What follows belongs to an exercise in optimizing a design on an open flow for small area; a production flow would make more cautious choices. At most, simulation tests tie the RTL to the original design; equivalence was not proved. Power and IR drop assume default switching activity.

==> 11-10 <==
Design exec_core, start of the top module:
module exec_core (
	input  logic                clk,
	input  logic                arst_n,
	input  cpu16_pkg::word_t    instr,
	input  logic                instr_valid,
	input  cpu16_pkg::word_t    pc,
	input  cpu16_pkg::word_t    mem_rdata,
	output cpu16_pkg::word_t    mem_addr,
	output cpu16_pkg::word_t    mem_wdata,
	output logic                mem_we,
	output logic                jump_taken,
	output cpu16_pkg::word_t    jump_target,
	output logic                wb_en_o,
	output cpu16_pkg::reg_idx_t wb_idx,
	output cpu16_pkg::word_t    wb_data,
	output cpu16_pkg::flags_t   flags
);
export LEC_CHECK = 0
export ABC_AREA = 1
export CAP_MARGIN = 20
export CORE_MARGIN = 2
export CORE_UTILIZATION = 60
export CTS_BUF_LIST = sky130_fd_sc_hd__clkbuf_8
export CTS_CLUSTER_DIAMETER = 60
export CTS_CLUSTER_SIZE = 16
export SETUP_SLACK_MARGIN = 0.3
export SLEW_MARGIN = 20
create_clock -name core_clock -period 11.0 [get_ports {clk}]
standard.sh (not shown) runs the stock make flow with config.mk's settings and CLKGATE_MAP_FILE= SYNTH_SCRIPT=/design/flow/synth_recipe.tcl, a recipe that flattens the netlist after the stock synthesis.
==> flow/flow/run.sh <==
#!/bin/bash
# The standard layout, with two changes: ABC maps the logic with an area-oriented script
# (flow/abc.script), and the port buffers are the smallest buffer cell.
set -euo pipefail
here=$(pwd)
rm -rf "$here/scripts_own"
cp -r "$FLOW_HOME/scripts" "$here/scripts_own"
cp "$here/flow/abc.script" "$here/scripts_own/abc_area.script"
cp "$here/flow/abc.script" "$here/scripts_own/abc_speed.script"
export SCRIPTS_DIR="$here/scripts_own"
export BUFFER_PORTS_ARGS="-buffer_cell sky130_fd_sc_hd__buf_1"
bash standard.sh > "$here/layout_make.log" 2>&1
==> flow/flow/abc.script <==
strash
&get -n
&st
&dch
&nf -R 1000
&put
topo
stime -c
buffer -c
upsize -c
dnsize -c
==> inputs of 06-19, as changes to 11-10 <==
--- a/flow/design.v
+++ b/flow/design.v
@@ -13,11 +13,12 @@
 	input  cpu16_pkg::flags_t flags,
 	output logic              use_imm,
 	output logic              op_add,      
 	output logic              op_addc,     
 	output logic              op_sub,      
-	output logic [3:0]        logic_tt,
+	output logic              lg_p,
+	output logic              lg_g,
 	output logic              op_not,
 	output logic              op_shl,
 	output logic              op_shr,
 	output logic              sh_arith,
 	output logic              op_load,
@@ -70,11 +71,12 @@
 	assign op_xor  = (r0 && ext == 4'h3) || hi == 4'h3;
 	assign op_not  = r0 && ext == 4'hF;
 	assign op_shr  = r8 && (ext[2] ? (!ext[3] && ext[0]) : ext[1]);
 	assign op_shl  = r8 && (ext[2] ? (!ext[3] && !ext[0]) : !ext[1]);
 	assign sh_arith = ext[2] ? ext[1] : ext[3];
-	assign logic_tt = ({4{op_and}} & 4'b0010) | ({4{op_or}} & 4'b0110) | ({4{op_xor}} & 4'b0100);
+	assign lg_p = op_xor || op_or;
+	assign lg_g = op_and || op_or;
 	assign op_load = r4 && ext == 4'h0;
 	assign op_link = r4 && ext == 4'h8;
 	assign set_flags = instr_valid && (op_add || op_sub);
 	assign wb_en = instr_valid && (op_add || (op_sub && !cmp_nowr) || op_and || op_or ||
 	               op_xor || op_not || op_shl || op_shr || op_load || op_link);
@@ -149,11 +151,12 @@
 	input  cpu16_pkg::word_t  a,
 	input  cpu16_pkg::word_t  b,
 	input  logic              op_add,
 	input  logic              op_addc,
 	input  logic              op_sub,
-	input  logic [3:0]        logic_tt,    
+	input  logic              lg_p,        
+	input  logic              lg_g,        
 	input  logic              op_not,
 	input  logic              op_shl,
 	input  logic              op_shr,
 	input  logic              sh_arith,
 	input  logic              set_flags,
@@ -195,11 +198,11 @@
 		assign sum[i] = ap[i] ^ c[i];
 		assign lt[i+1] = ap[i] ? b[i] : lt[i];
 	end
 	for (genvar i = 0; i < 16; i++)
 	begin : g_logic
-		assign logic_res[i] = logic_tt[{ap[i], ag[i]}];
+		assign logic_res[i] = (lg_p & ap[i]) | (lg_g & ag[i]);
 	end
 	assign sh_fill = sh_arith && op_shr && a[15];
 	for (genvar i = 0; i < 16; i++)
 	begin : g_shift
 		assign sh0[i] = op_shl ? a[15-i] : a[i];
@@ -250,23 +253,25 @@
 	cpu16_pkg::word_t rd_a_data;
 	cpu16_pkg::word_t rd_b_data;
 	cpu16_pkg::word_t b_eff;
 	cpu16_pkg::word_t alu_result;
 	cpu16_pkg::word_t pc_inc;
+	logic [16:0]      pc_cy;
 	logic use_imm;
-	logic [3:0] logic_tt;
+	logic lg_p, lg_g;
 	logic op_add, op_addc, op_sub, op_not, op_shl, op_shr, sh_arith;
 	logic op_load, op_link, set_flags;
 	decoder decoder_i (
 		.instr      (instr),
 		.instr_valid(instr_valid),
 		.flags      (flags),
 		.use_imm    (use_imm),
 		.op_add     (op_add),
 		.op_addc    (op_addc),
 		.op_sub     (op_sub),
-		.logic_tt   (logic_tt),
+		.lg_p       (lg_p),
+		.lg_g       (lg_g),
 		.op_not     (op_not),
 		.op_shl     (op_shl),
 		.op_shr     (op_shr),
 		.sh_arith   (sh_arith),
 		.op_load    (op_load),
@@ -295,11 +300,12 @@
 		.a         (rd_a_data),
 		.b         (b_eff),
 		.op_add    (op_add),
 		.op_addc   (op_addc),
 		.op_sub    (op_sub),
-		.logic_tt  (logic_tt),
+		.lg_p      (lg_p),
+		.lg_g      (lg_g),
 		.op_not    (op_not),
 		.op_shl    (op_shl),
 		.op_shr    (op_shr),
 		.sh_arith  (sh_arith),
 		.set_flags (set_flags),
@@ -308,9 +314,14 @@
 		.result    (alu_result)
 	);
 	assign mem_addr = rd_b_data;
 	assign mem_wdata = rd_a_data;
 	assign jump_target = rd_b_data;
-	assign pc_inc = pc + 16'd1;
+	assign pc_cy[0] = 1'b1;
+	for (genvar i = 0; i < 16; i++)
+	begin : g_inc
+		assign pc_inc[i] = pc[i] ^ pc_cy[i];
+		assign pc_cy[i+1] = pc_cy[i] & pc[i];
+	end
 	assign wb_data = alu_result;
 endmodule
 `default_nettype wire
==> flow/flow/run.sh (replaced) <==
#!/bin/bash
# The standard layout, with these changes: ABC maps the logic with an area-oriented script
# (flow/abc.script); the port buffers are the smallest buffer cell; clock tree synthesis adds
# no dummy loads; and after global routing the non-critical gates are downsized
# and slew and capacitance repaired again (flow/post_grt.tcl).
set -euo pipefail
here=$(pwd)
rm -rf "$here/scripts_own"
cp -r "$FLOW_HOME/scripts" "$here/scripts_own"
cp "$here/flow/abc.script" "$here/scripts_own/abc_area.script"
cp "$here/flow/abc.script" "$here/scripts_own/abc_speed.script"
export SCRIPTS_DIR="$here/scripts_own"
export BUFFER_PORTS_ARGS="-buffer_cell sky130_fd_sc_hd__buf_1"
export CTS_ARGS='-sink_clustering_enable -repair_clock_nets -buf_list {sky130_fd_sc_hd__clkbuf_4 sky130_fd_sc_hd__clkbuf_8} -sink_clustering_size 10 -sink_clustering_max_diameter 50 -dont_use_dummy_load'
export RECOVER_POWER=100
export POST_GLOBAL_ROUTE_TCL="$here/flow/post_grt.tcl"
bash standard.sh > "$here/layout_make.log" 2>&1
==> flow/flow/post_grt.tcl (new file) <==
# After power recovery has downsized gates, repair the slew and capacitance it broke
global_route -start_incremental
repair_design_helper
detailed_placement
global_route -end_incremental
estimate_parasitics -global_routing
report_worst_slack
Settings changed: CORE_UTILIZATION 60 to 40.
==> inputs of 02-11, as changes to 11-10 <==
--- a/flow/design.v
+++ b/flow/design.v
@@ -94,52 +94,35 @@
 	input  cpu16_pkg::reg_idx_t rd_b_idx,
 	output cpu16_pkg::word_t    rd_a_data,
 	output cpu16_pkg::word_t    rd_b_data
 );
 	cpu16_pkg::word_t     regs [16];
-	logic [16-1:0] valid;
+	cpu16_pkg::word_t     wr_word;
 	logic [16-1:0] sel_a;
 	logic [16-1:0] sel_b;
 	logic [16-1:0] sel_w;
+	assign wr_word = wr_data & {16{arst_n}};
 	for (genvar i = 0; i < 16; i++)
 	begin : g_reg
-		assign sel_w[i] = wr_en && (wr_idx == i);
-		assign sel_a[i] = valid[i] && (rd_a_idx == i);
-		assign sel_b[i] = valid[i] && (rd_b_idx == i);
-		always_ff @(posedge clk or negedge arst_n)
-		begin
-			if (!arst_n)
-				valid[i] <= 1'b0;
-			else if (sel_w[i])
-				valid[i] <= 1'b1;
-		end
+		assign sel_w[i] = !arst_n || (wr_en && (wr_idx == i));
+		assign sel_a[i] = (rd_a_idx == i);
+		assign sel_b[i] = (rd_b_idx == i);
 		always_ff @(posedge clk)
 		begin
 			if (sel_w[i])
-				regs[i] <= wr_data;
+				regs[i] <= wr_word;
 		end
 	end
 	for (genvar j = 0; j < 16; j++)
 	begin : g_read
 		logic [16-1:0] col;
-		logic [16-1:0] term_a, term_b;
-		logic [5:0]           grp_a, grp_b;
 		for (genvar i = 0; i < 16; i++)
 		begin : g_col
 			assign col[i] = regs[i][j];
 		end
-		assign term_a = col & sel_a;
-		assign term_b = col & sel_b;
-		for (genvar k = 0; k < 5; k++)
-		begin : g_grp
-			assign grp_a[k] = |term_a[3*k +: 3];
-			assign grp_b[k] = |term_b[3*k +: 3];
-		end
-		assign grp_a[5] = term_a[15];
-		assign grp_b[5] = term_b[15];
-		assign rd_a_data[j] = (grp_a[0] | grp_a[1] | grp_a[2]) | (grp_a[3] | grp_a[4] | grp_a[5]);
-		assign rd_b_data[j] = (grp_b[0] | grp_b[1] | grp_b[2]) | (grp_b[3] | grp_b[4] | grp_b[5]);
+		assign rd_a_data[j] = |(col & sel_a);
+		assign rd_b_data[j] = |(col & sel_b);
 	end
 endmodule
 `default_nettype wire
 `timescale 1ns/100ps
 `default_nettype none
@@ -156,11 +139,10 @@
 	input  logic              op_shl,
 	input  logic              op_shr,
 	input  logic              sh_arith,
 	input  logic              set_flags,
 	output cpu16_pkg::flags_t flags,
-	input  cpu16_pkg::word_t  ext_res,     
 	output cpu16_pkg::word_t  result
 );
 	cpu16_pkg::word_t  bx;
 	cpu16_pkg::word_t  sum;
 	logic [16:0]       c;
@@ -209,13 +191,13 @@
 		assign sh4[i] = b[3] ? ((i + 8 < 16) ? sh3[(i+8)%16] : sh_fill) : sh3[i];
 		assign sh5[i] = b[4] ? sh_fill : sh4[i];
 	end
 	for (genvar i = 0; i < 16; i++)
 	begin : g_shout
-		assign shift_res[i] = (op_shl & sh5[15-i]) | (op_shr & sh5[i]) | (op_not & !b[i]);
+		assign shift_res[i] = op_shl ? sh5[15-i] : (op_shr & sh5[i]);
 	end
-	assign result = (({16{op_add | op_sub}} & sum) | ext_res) | shift_res | logic_res;
+	assign result = ({16{op_add | op_sub}} & sum) | logic_res | ({16{op_not}} & ~b) | shift_res;
 	assign flags_next[4] = op_sub ? (&ap) : !(|ap);
 	assign flags_next[1] = op_sub ? !c[16] : lt[16];
 	assign flags_next[0] = flags_next[1] ^ a[15] ^ b[15];
 	assign flags_next[3] = c[16] ^ op_sub;
 	assign flags_next[2] = c[16] ^ c[15];
@@ -302,15 +284,14 @@
 		.op_shl    (op_shl),
 		.op_shr    (op_shr),
 		.sh_arith  (sh_arith),
 		.set_flags (set_flags),
 		.flags     (flags),
-		.ext_res   (({16{op_load}} & mem_rdata) | ({16{op_link}} & pc_inc)),
 		.result    (alu_result)
 	);
 	assign mem_addr = rd_b_data;
 	assign mem_wdata = rd_a_data;
 	assign jump_target = rd_b_data;
 	assign pc_inc = pc + 16'd1;
-	assign wb_data = alu_result;
+	assign wb_data = alu_result | ({16{op_load}} & mem_rdata) | ({16{op_link}} & pc_inc);
 endmodule
 `default_nettype wire
Settings changed: CORE_UTILIZATION 60 to 40.
==> out/results.txt <==
status: no timing/DRC/antenna violations
sequential power: 1280 uW
FF-to-FF End: regfile_i.regs[12][13]
drt initial violations: 2615
biggest regs: regfile_i.regs (256), regfile_i.valid (16), alu_i.flags (5)
first-pass GRT wire length: 75.0 mm
multi-input logic area: 5840 sq um
Clk pwr share: 0.230
combinational cell power: 653 uW
# the run above: 06-19

==> out/results.txt <==
sequential power: 1340 uW
Clk pwr share: 0.195
FF-to-FF End: regfile_i.regs[1][15]
status: no timing/DRC/antenna violations
Hold WS: 0.645 ns
drt initial violations: 2094
die width: 195 um
biggest regs: regfile_i.regs (256), alu_i.flags (5)
multi-input logic area: 6250 sq um
# the run above: 02-11

==> out/results.txt <==
first-pass GRT wire length: 73.2 mm
die area: 25900 sq um
multi-input logic area: 6040 sq um
biggest regs: regfile_i.regs (256), regfile_i.valid (16), alu_i.flags (5)
Seq/Total Area, Yosys: 0.556
sequential power: 1260 uW
drt initial violations: 3033
Fin. Hold Viols: 0
status: no timing/DRC/antenna violations
max reg flops: 256
FF-to-FF End: regfile_i.regs[15][12]
flop-to-flop setup slack: 4.83 ns
# the run above: 11-10

For 11-10 and 02-11, only the layout was checked, not whether the RTL still works.

==> run a <==
==> flow/design.v <==
`default_nettype none
package cpu16_pkg;
	typedef logic [15:0] word_t;
	typedef logic [$clog2(16)-1:0] reg_idx_t;
	typedef logic [4:0] flags_t;
endpackage
`default_nettype wire
`timescale 1ns/100ps
`default_nettype none
module decoder (
	input  cpu16_pkg::word_t  instr,
	input  logic              instr_valid,
	input  cpu16_pkg::flags_t flags,
	output logic              use_imm,
	output logic              op_add,      
	output logic              op_addc,     
	output logic              op_sub,      
	output logic [3:0]        logic_tt,
	output logic              op_not,
	output logic              op_shl,
	output logic              op_shr,
	output logic              sh_arith,
	output logic              op_load,
	output logic              op_link,
	output logic              set_flags,
	output logic              wb_en,
	output logic              mem_we,
	output logic              jump_taken
);
	logic [3:0] hi;
	logic [3:0] ext;
	logic       cond_met;
	logic       r0, r4, r8;
	logic       cmp_nowr;
	logic       op_and, op_or, op_xor;
	assign hi  = instr[15:12];
	assign ext = instr[7:4];
	assign r0 = (hi == 4'h0);
	assign r4 = (hi == 4'h4);
	assign r8 = (hi == 4'h8);
	always_comb
	begin
		case (instr[11:8])
			4'b0000:  cond_met = flags[4];
			4'b0001:  cond_met = !flags[4];
			4'b0010:  cond_met = flags[3];
			4'b0011:  cond_met = !flags[3];
			4'b0100:  cond_met = flags[1];
			4'b0101:  cond_met = !flags[1];
			4'b0110:  cond_met = flags[0];
			4'b0111:  cond_met = !flags[0];
			4'b1000:  cond_met = flags[2];
			4'b1001:  cond_met = !flags[2];
			4'b1010:  cond_met = !flags[1] && !flags[4];
			4'b1011:  cond_met = flags[1] || flags[4];
			4'b1100:  cond_met = !flags[0] && !flags[4];
			4'b1101:  cond_met = flags[0] || flags[4];
			4'b1110: cond_met = 1'b1;
			default:   cond_met = 1'b0;
		endcase
	end
	assign use_imm = !(r0 || r4 || (r8 && ext[2]));
	assign op_addc = (r0 && (ext == 4'h4 || ext == 4'h7)) || hi == 4'h7 || hi == 4'hA;
	assign op_add  = op_addc || (r0 && (ext == 4'h5 || ext == 4'h6)) || hi == 4'h5 || hi == 4'h6;
	assign cmp_nowr = (r0 && (ext == 4'h8 || ext == 4'hB)) ||
	                  ((hi == 4'hB || hi == 4'hC) && ext == 4'h0);
	assign op_sub  = cmp_nowr || (r0 && ext == 4'h9) || hi == 4'h9;
	assign op_and  = (r0 && ext == 4'h1) || hi == 4'h1;
	assign op_or   = (r0 && ext == 4'h2) || hi == 4'h2;
	assign op_xor  = (r0 && ext == 4'h3) || hi == 4'h3;
	assign op_not  = r0 && ext == 4'hF;
	assign op_shr  = r8 && (ext[2] ? (!ext[3] && ext[0]) : ext[1]);
	assign op_shl  = r8 && (ext[2] ? (!ext[3] && !ext[0]) : !ext[1]);
	assign sh_arith = ext[2] ? ext[1] : ext[3];
	assign logic_tt = ({4{op_and}} & 4'b0010) | ({4{op_or}} & 4'b0110) | ({4{op_xor}} & 4'b0100);
	assign op_load = r4 && ext == 4'h0;
	assign op_link = r4 && ext == 4'h8;
	assign set_flags = instr_valid && (op_add || op_sub);
	assign wb_en = instr_valid && (op_add || (op_sub && !cmp_nowr) || op_and || op_or ||
	               op_xor || op_not || op_shl || op_shr || op_load || op_link);
	assign mem_we = instr_valid && r4 && ext == 4'h4;
	assign jump_taken = instr_valid && r4 && (ext == 4'h8 || (ext == 4'hC && cond_met));
endmodule
`default_nettype wire
`timescale 1ns/100ps
`default_nettype none
module regfile (
	input  logic                clk,
	input  logic                arst_n,
	input  logic                wr_en,
	input  cpu16_pkg::reg_idx_t wr_idx,
	input  cpu16_pkg::word_t    wr_data,
	input  cpu16_pkg::reg_idx_t rd_a_idx,
	input  cpu16_pkg::reg_idx_t rd_b_idx,
	output cpu16_pkg::word_t    rd_a_data,
	output cpu16_pkg::word_t    rd_b_data
);
	cpu16_pkg::word_t     regs [16];
	logic [16-1:0] valid;
	logic [16-1:0] sel_a;
	logic [16-1:0] sel_b;
	logic [16-1:0] sel_w;
	for (genvar i = 0; i < 16; i++)
	begin : g_reg
		assign sel_w[i] = wr_en && (wr_idx == i);
		assign sel_a[i] = valid[i] && (rd_a_idx == i);
		assign sel_b[i] = valid[i] && (rd_b_idx == i);
		always_ff @(posedge clk or negedge arst_n)
		begin
			if (!arst_n)
				valid[i] <= 1'b0;
			else if (sel_w[i])
				valid[i] <= 1'b1;
		end
		always_ff @(posedge clk)
		begin
			if (sel_w[i])
				regs[i] <= wr_data;
		end
	end
	for (genvar j = 0; j < 16; j++)
	begin : g_read
		logic [16-1:0] col;
		for (genvar i = 0; i < 16; i++)
		begin : g_col
			assign col[i] = regs[i][j];
		end
		assign rd_a_data[j] = |(col & sel_a);
		assign rd_b_data[j] = |(col & sel_b);
	end
endmodule
`default_nettype wire
`timescale 1ns/100ps
`default_nettype none
module alu (
	input  logic              clk,
	input  logic              arst_n,
	input  cpu16_pkg::word_t  a,
	input  cpu16_pkg::word_t  b,
	input  logic              op_add,
	input  logic              op_addc,
	input  logic              op_sub,
	input  logic [3:0]        logic_tt,    
	input  logic              op_not,
	input  logic              op_shl,
	input  logic              op_shr,
	input  logic              sh_arith,
	input  logic              set_flags,
	output cpu16_pkg::flags_t flags,
	output cpu16_pkg::word_t  result
);
	cpu16_pkg::word_t  bx;
	cpu16_pkg::word_t  sum;
	logic [16:0]       c;
	cpu16_pkg::word_t  ap, ag;
	logic [16:0]       lt;
	cpu16_pkg::word_t  logic_res;
	cpu16_pkg::word_t  shift_res;
	cpu16_pkg::word_t  sh0, sh1, sh2, sh3, sh4, sh5;
	logic              sh_fill;
	cpu16_pkg::flags_t flags_next;
	assign bx = b ^ {16{op_sub}};
	assign c[0] = op_sub || (op_addc && flags[3]);
	assign lt[0] = 1'b0;
	assign ap = a ^ bx;
	assign ag = a & bx;
	for (genvar k = 0; k < 4; k++)
	begin : g_cla
		logic [3:0] p4, g4;
		logic       ci;
		assign p4 = ap[4*k +: 4];
		assign g4 = ag[4*k +: 4];
		assign ci = c[4*k];
		assign c[4*k+1] = g4[0] | (p4[0] & ci);
		assign c[4*k+2] = g4[1] | (p4[1] & g4[0]) | (p4[1] & p4[0] & ci);
		assign c[4*k+3] = g4[2] | (p4[2] & g4[1]) | (p4[2] & p4[1] & g4[0]) |
		                  (p4[2] & p4[1] & p4[0] & ci);
		assign c[4*k+4] = g4[3] | (p4[3] & g4[2]) | (p4[3] & p4[2] & g4[1]) |
		                  (p4[3] & p4[2] & p4[1] & g4[0]) | (p4[3] & p4[2] & p4[1] & p4[0] & ci);
	end
	for (genvar i = 0; i < 16; i++)
	begin : g_bit
		assign sum[i] = ap[i] ^ c[i];
		assign lt[i+1] = ap[i] ? b[i] : lt[i];
	end
	for (genvar i = 0; i < 16; i++)
	begin : g_logic
		assign logic_res[i] = logic_tt[{ap[i], ag[i]}];
	end
	assign sh_fill = sh_arith && op_shr && a[15];
	for (genvar i = 0; i < 16; i++)
	begin : g_shift
		assign sh0[i] = op_shl ? a[15-i] : a[i];
		assign sh1[i] = b[0] ? ((i + 1 < 16) ? sh0[(i+1)%16] : sh_fill) : sh0[i];
		assign sh2[i] = b[1] ? ((i + 2 < 16) ? sh1[(i+2)%16] : sh_fill) : sh1[i];
		assign sh3[i] = b[2] ? ((i + 4 < 16) ? sh2[(i+4)%16] : sh_fill) : sh2[i];
		assign sh4[i] = b[3] ? ((i + 8 < 16) ? sh3[(i+8)%16] : sh_fill) : sh3[i];
		assign sh5[i] = b[4] ? sh_fill : sh4[i];
	end
	for (genvar i = 0; i < 16; i++)
	begin : g_shout
		assign shift_res[i] = op_shl ? sh5[15-i] : (op_shr & sh5[i]);
	end
	assign result = ({16{op_add | op_sub}} & sum) | logic_res | ({16{op_not}} & ~b) | shift_res;
	assign flags_next[4] = op_sub ? (&ap) : !(|ap);
	assign flags_next[1] = op_sub ? !c[16] : lt[16];
	assign flags_next[0] = flags_next[1] ^ a[15] ^ b[15];
	assign flags_next[3] = c[16] ^ op_sub;
	assign flags_next[2] = c[16] ^ c[15];
	always_ff @(posedge clk or negedge arst_n)
	begin
		if (!arst_n)
			flags <= '0;
		else if (set_flags)
			flags <= flags_next;
	end
endmodule
`default_nettype wire
`timescale 1ns/100ps
`default_nettype none
module exec_core (
	input  logic                clk,
	input  logic                arst_n,
	input  cpu16_pkg::word_t    instr,
	input  logic                instr_valid,
	input  cpu16_pkg::word_t    pc,
	input  cpu16_pkg::word_t    mem_rdata,
	output cpu16_pkg::word_t    mem_addr,
	output cpu16_pkg::word_t    mem_wdata,
	output logic                mem_we,
	output logic                jump_taken,
	output cpu16_pkg::word_t    jump_target,
	output logic                wb_en_o,
	output cpu16_pkg::reg_idx_t wb_idx,
	output cpu16_pkg::word_t    wb_data,
	output cpu16_pkg::flags_t   flags
);
	cpu16_pkg::word_t rd_a_data;
	cpu16_pkg::word_t rd_b_data;
	cpu16_pkg::word_t b_eff;
	cpu16_pkg::word_t alu_result;
	cpu16_pkg::word_t pc_inc;
	logic use_imm;
	logic [3:0] logic_tt;
	logic op_add, op_addc, op_sub, op_not, op_shl, op_shr, sh_arith;
	logic op_load, op_link, set_flags;
	decoder decoder_i (
		.instr      (instr),
		.instr_valid(instr_valid),
		.flags      (flags),
		.use_imm    (use_imm),
		.op_add     (op_add),
		.op_addc    (op_addc),
		.op_sub     (op_sub),
		.logic_tt   (logic_tt),
		.op_not     (op_not),
		.op_shl     (op_shl),
		.op_shr     (op_shr),
		.sh_arith   (sh_arith),
		.op_load    (op_load),
		.op_link    (op_link),
		.set_flags  (set_flags),
		.wb_en      (wb_en_o),
		.mem_we     (mem_we),
		.jump_taken (jump_taken)
	);
	assign wb_idx = instr[11:8];
	regfile regfile_i (
		.clk       (clk),
		.arst_n    (arst_n),
		.wr_en     (wb_en_o),
		.wr_idx    (instr[11:8]),
		.wr_data   (wb_data),
		.rd_a_idx  (instr[11:8]),
		.rd_b_idx  (instr[3:0]),
		.rd_a_data (rd_a_data),
		.rd_b_data (rd_b_data)
	);
	assign b_eff = use_imm ? {{8{instr[7]}}, instr[7:0]} : rd_b_data;
	alu alu_i (
		.clk       (clk),
		.arst_n    (arst_n),
		.a         (rd_a_data),
		.b         (b_eff),
		.op_add    (op_add),
		.op_addc   (op_addc),
		.op_sub    (op_sub),
		.logic_tt  (logic_tt),
		.op_not    (op_not),
		.op_shl    (op_shl),
		.op_shr    (op_shr),
		.sh_arith  (sh_arith),
		.set_flags (set_flags),
		.flags     (flags),
		.result    (alu_result)
	);
	assign mem_addr = rd_b_data;
	assign mem_wdata = rd_a_data;
	assign jump_target = rd_b_data;
	assign pc_inc = pc + 16'd1;
	assign wb_data = alu_result | ({16{op_load}} & mem_rdata) | ({16{op_link}} & pc_inc);
endmodule
`default_nettype wire
==> flow/flow/run.sh <==
#!/bin/bash
# The standard layout, with two changes: ABC maps the logic with an area-oriented script
# (flow/abc.script), and the port buffers are the smallest buffer cell.
set -euo pipefail
here=$(pwd)
rm -rf "$here/scripts_own"
cp -r "$FLOW_HOME/scripts" "$here/scripts_own"
cp "$here/flow/abc.script" "$here/scripts_own/abc_area.script"
cp "$here/flow/abc.script" "$here/scripts_own/abc_speed.script"
export SCRIPTS_DIR="$here/scripts_own"
export BUFFER_PORTS_ARGS="-buffer_cell sky130_fd_sc_hd__buf_1"
bash standard.sh > "$here/layout_make.log" 2>&1
==> flow/flow/abc.script <==
strash
&get -n
&st
&dch
&nf -R 1000
&put
==> flow/standard.sh <==
#!/bin/bash
# synth_recipe.tcl (not shown) runs the flow's synth.tcl, then flattens the netlist and writes it again
# the make line also repeats each setting of config.mk as NAME=value (left out here)
make -C /OpenROAD-flow-scripts/flow DESIGN_CONFIG=/design/flow/config.mk WORK_HOME=/design/flow/orfs CLKGATE_MAP_FILE= SYNTH_SCRIPT=/design/flow/synth_recipe.tcl "${@:-finish}"
==> flow/config.mk <==
export PLATFORM = sky130hd
export DESIGN_NAME = exec_core
export DESIGN_NICKNAME = exec_core
export VERILOG_FILES = /design/flow/design.v
export SDC_FILE = /design/flow/constraint.sdc
export NUM_CORES = 4
export LEC_CHECK = 0
export ABC_AREA = 1
export CAP_MARGIN = 0
export CORE_MARGIN = 2
export CORE_UTILIZATION = 40
export CTS_BUF_LIST = sky130_fd_sc_hd__clkbuf_8
export CTS_CLUSTER_DIAMETER = 60
export CTS_CLUSTER_SIZE = 16
export SETUP_SLACK_MARGIN = 0.3
export SLEW_MARGIN = 0
==> flow/constraint.sdc <==
create_clock -name core_clock -period 11.0 [get_ports {clk}]
set_input_delay 2.2000 -clock core_clock [delete_from_list [all_inputs] [get_ports {clk}]]
set_output_delay 2.2000 -clock core_clock [all_outputs]
set_load 0.01 [all_outputs]
==> inputs of run b, as changes to run a <==
--- a/flow/design.v
+++ b/flow/design.v
@@ -18,3 +18,2 @@
 	output logic [3:0]        logic_tt,
-	output logic              op_not,
 	output logic              op_shl,
@@ -34,3 +33,3 @@
 	logic       cmp_nowr;
-	logic       op_and, op_or, op_xor;
+	logic       op_and, op_or, op_xor, op_not;
 	assign hi  = instr[15:12];
@@ -74,3 +73,4 @@
 	assign sh_arith = ext[2] ? ext[1] : ext[3];
-	assign logic_tt = ({4{op_and}} & 4'b0010) | ({4{op_or}} & 4'b0110) | ({4{op_xor}} & 4'b0100);
+	assign logic_tt = ({4{op_and}} & 4'b1000) | ({4{op_or}} & 4'b1110) |
+	                  ({4{op_xor}} & 4'b0110) | ({4{op_not}} & 4'b0101);
 	assign op_load = r4 && ext == 4'h0;
@@ -143,3 +143,2 @@
 	input  logic [3:0]        logic_tt,    
-	input  logic              op_not,
 	input  logic              op_shl,
@@ -183,3 +182,3 @@
 		assign sum[i] = ap[i] ^ c[i];
-		assign lt[i+1] = ap[i] ? b[i] : lt[i];
+		assign lt[i+1] = (a[i] ^ b[i]) ? b[i] : lt[i];
 	end
@@ -187,3 +186,3 @@
 	begin : g_logic
-		assign logic_res[i] = logic_tt[{ap[i], ag[i]}];
+		assign logic_res[i] = logic_tt[{a[i], b[i]}];
 	end
@@ -203,6 +202,6 @@
 	end
-	assign result = ({16{op_add | op_sub}} & sum) | logic_res | ({16{op_not}} & ~b) | shift_res;
-	assign flags_next[4] = op_sub ? (&ap) : !(|ap);
-	assign flags_next[1] = op_sub ? !c[16] : lt[16];
-	assign flags_next[0] = flags_next[1] ^ a[15] ^ b[15];
+	assign result = ({16{op_add | op_sub}} & sum) | logic_res | shift_res;
+	assign flags_next[4] = (a == b);
+	assign flags_next[1] = lt[16];
+	assign flags_next[0] = lt[16] ^ a[15] ^ b[15];
 	assign flags_next[3] = c[16] ^ op_sub;
@@ -241,6 +240,5 @@
 	cpu16_pkg::word_t alu_result;
-	cpu16_pkg::word_t pc_inc;
 	logic use_imm;
 	logic [3:0] logic_tt;
-	logic op_add, op_addc, op_sub, op_not, op_shl, op_shr, sh_arith;
+	logic op_add, op_addc, op_sub, op_shl, op_shr, sh_arith;
 	logic op_load, op_link, set_flags;
@@ -255,3 +253,2 @@
 		.logic_tt   (logic_tt),
-		.op_not     (op_not),
 		.op_shl     (op_shl),
@@ -288,3 +285,2 @@
 		.logic_tt  (logic_tt),
-		.op_not    (op_not),
 		.op_shl    (op_shl),
@@ -299,4 +295,5 @@
 	assign jump_target = rd_b_data;
-	assign pc_inc = pc + 16'd1;
-	assign wb_data = alu_result | ({16{op_load}} & mem_rdata) | ({16{op_link}} & pc_inc);
+	assign wb_data = op_link ? cpu16_pkg::word_t'(pc + 16'd1) :
+	                 op_load ? mem_rdata :
+	                 alu_result;
 endmodule
CAP_MARGIN = 20   (was 0)
CTS_BUF_LIST = unset   (was sky130_fd_sc_hd__clkbuf_8)
CTS_CLUSTER_DIAMETER = unset   (was 60)
CTS_CLUSTER_SIZE = unset   (was 16)
SLEW_MARGIN = 20   (was 0)
==> comparison table <==
quantity	run b	run a
Result of the run	no timing/DRC/antenna violations	no timing/DRC/antenna violations
Buffers and inverters on the worst path	3	4
Floorplan Core Area	36,500 µm²	35,700 µm²
Share of post-route cells with drive strength above 1	0.110	0.0978
Worst slew margin relative to its limit	0.188	0.158
Sum of net half-perimeters after detailed placement	38,900 µm	38,300 µm
Vias per cell	6.61	6.67
Achievable frequency	0.0977 GHz	0.0974 GHz
Total of clock buffers placed in the layout	30	25
Arrival time reported for the critical path endpoint	8040 ps	8070 ps
Largest vdd supply drop	0.113 mV	0.0635 mV
Portion of total power attributed to sequential cells	0.450	0.507
Timing startpoint of the critical path	instr[1]	instr[9]
Non-CTS inverters	22	19
Synthesized netlist cell count	1,231	1,204
First-pass iteration count of the detailed router	13	27
M1 wire length	22,200 µm	21,600 µm
Reg-to-Reg End	alu_i.flags[1]$_DFFE_PN0P_	regfile_i.regs[15][12]$_DFFE_PP_
Top-area cell type share of the netlist area	0.520	0.530
Met3 global-route usage	0.0392	0.0455
Internal power contribution	1970 µW	1700 µW
Portion of the post-synthesis area used by sequential elements	0.555	0.567
Placed Instance Area	16,500 µm²	16,100 µm²
Fill cell count	3,317	3,299
GRT met2 Usage	0.430	0.425
Number of DRC violations after detailed-routing iteration 0	2,477	2,198

## what the ideal ports hide
The flow's constraints put no driver on any port. The routed layouts listed below were extracted and timed again, unchanged, in two steps.
Step 1: set_driving_cell puts a clkbuf_16 on clk and a buf_2 on each other input, an assumption about the parent block.
Step 2 also shifts input and output timing later by t, the mid clock arrival at the registers, as if the neighbouring blocks saw the same clock.
a / b / c = ideal ports / drivers / drivers and shift; a / b = the first two.
| run | t, ns | setup WS [ns] | clock arrival spread, ns |
|---|---|---|---|
| 11-10 | 0.591 | 0.584 / 0.546 / 0.546 | 0.025 / 0.025 |
| 06-19 | 0.617 | 0.549 / 0.518 / 0.518 | 0.064 / 0.064 |
| 02-11 | 0.585 | 0.747 / 0.719 / 0.719 | 0.030 / 0.030 |
| run a | 0.590 | 0.730 / 0.710 / 0.710 | 0.020 / 0.020 |
| run b | 0.586 | 0.762 / 0.725 / 0.609 | 0.016 / 0.016 |
After both steps every run listed still meets setup and hold. The setup slack of run b, which loses most, moves by -0.037 ns with the drivers and by -0.153 ns with both steps.
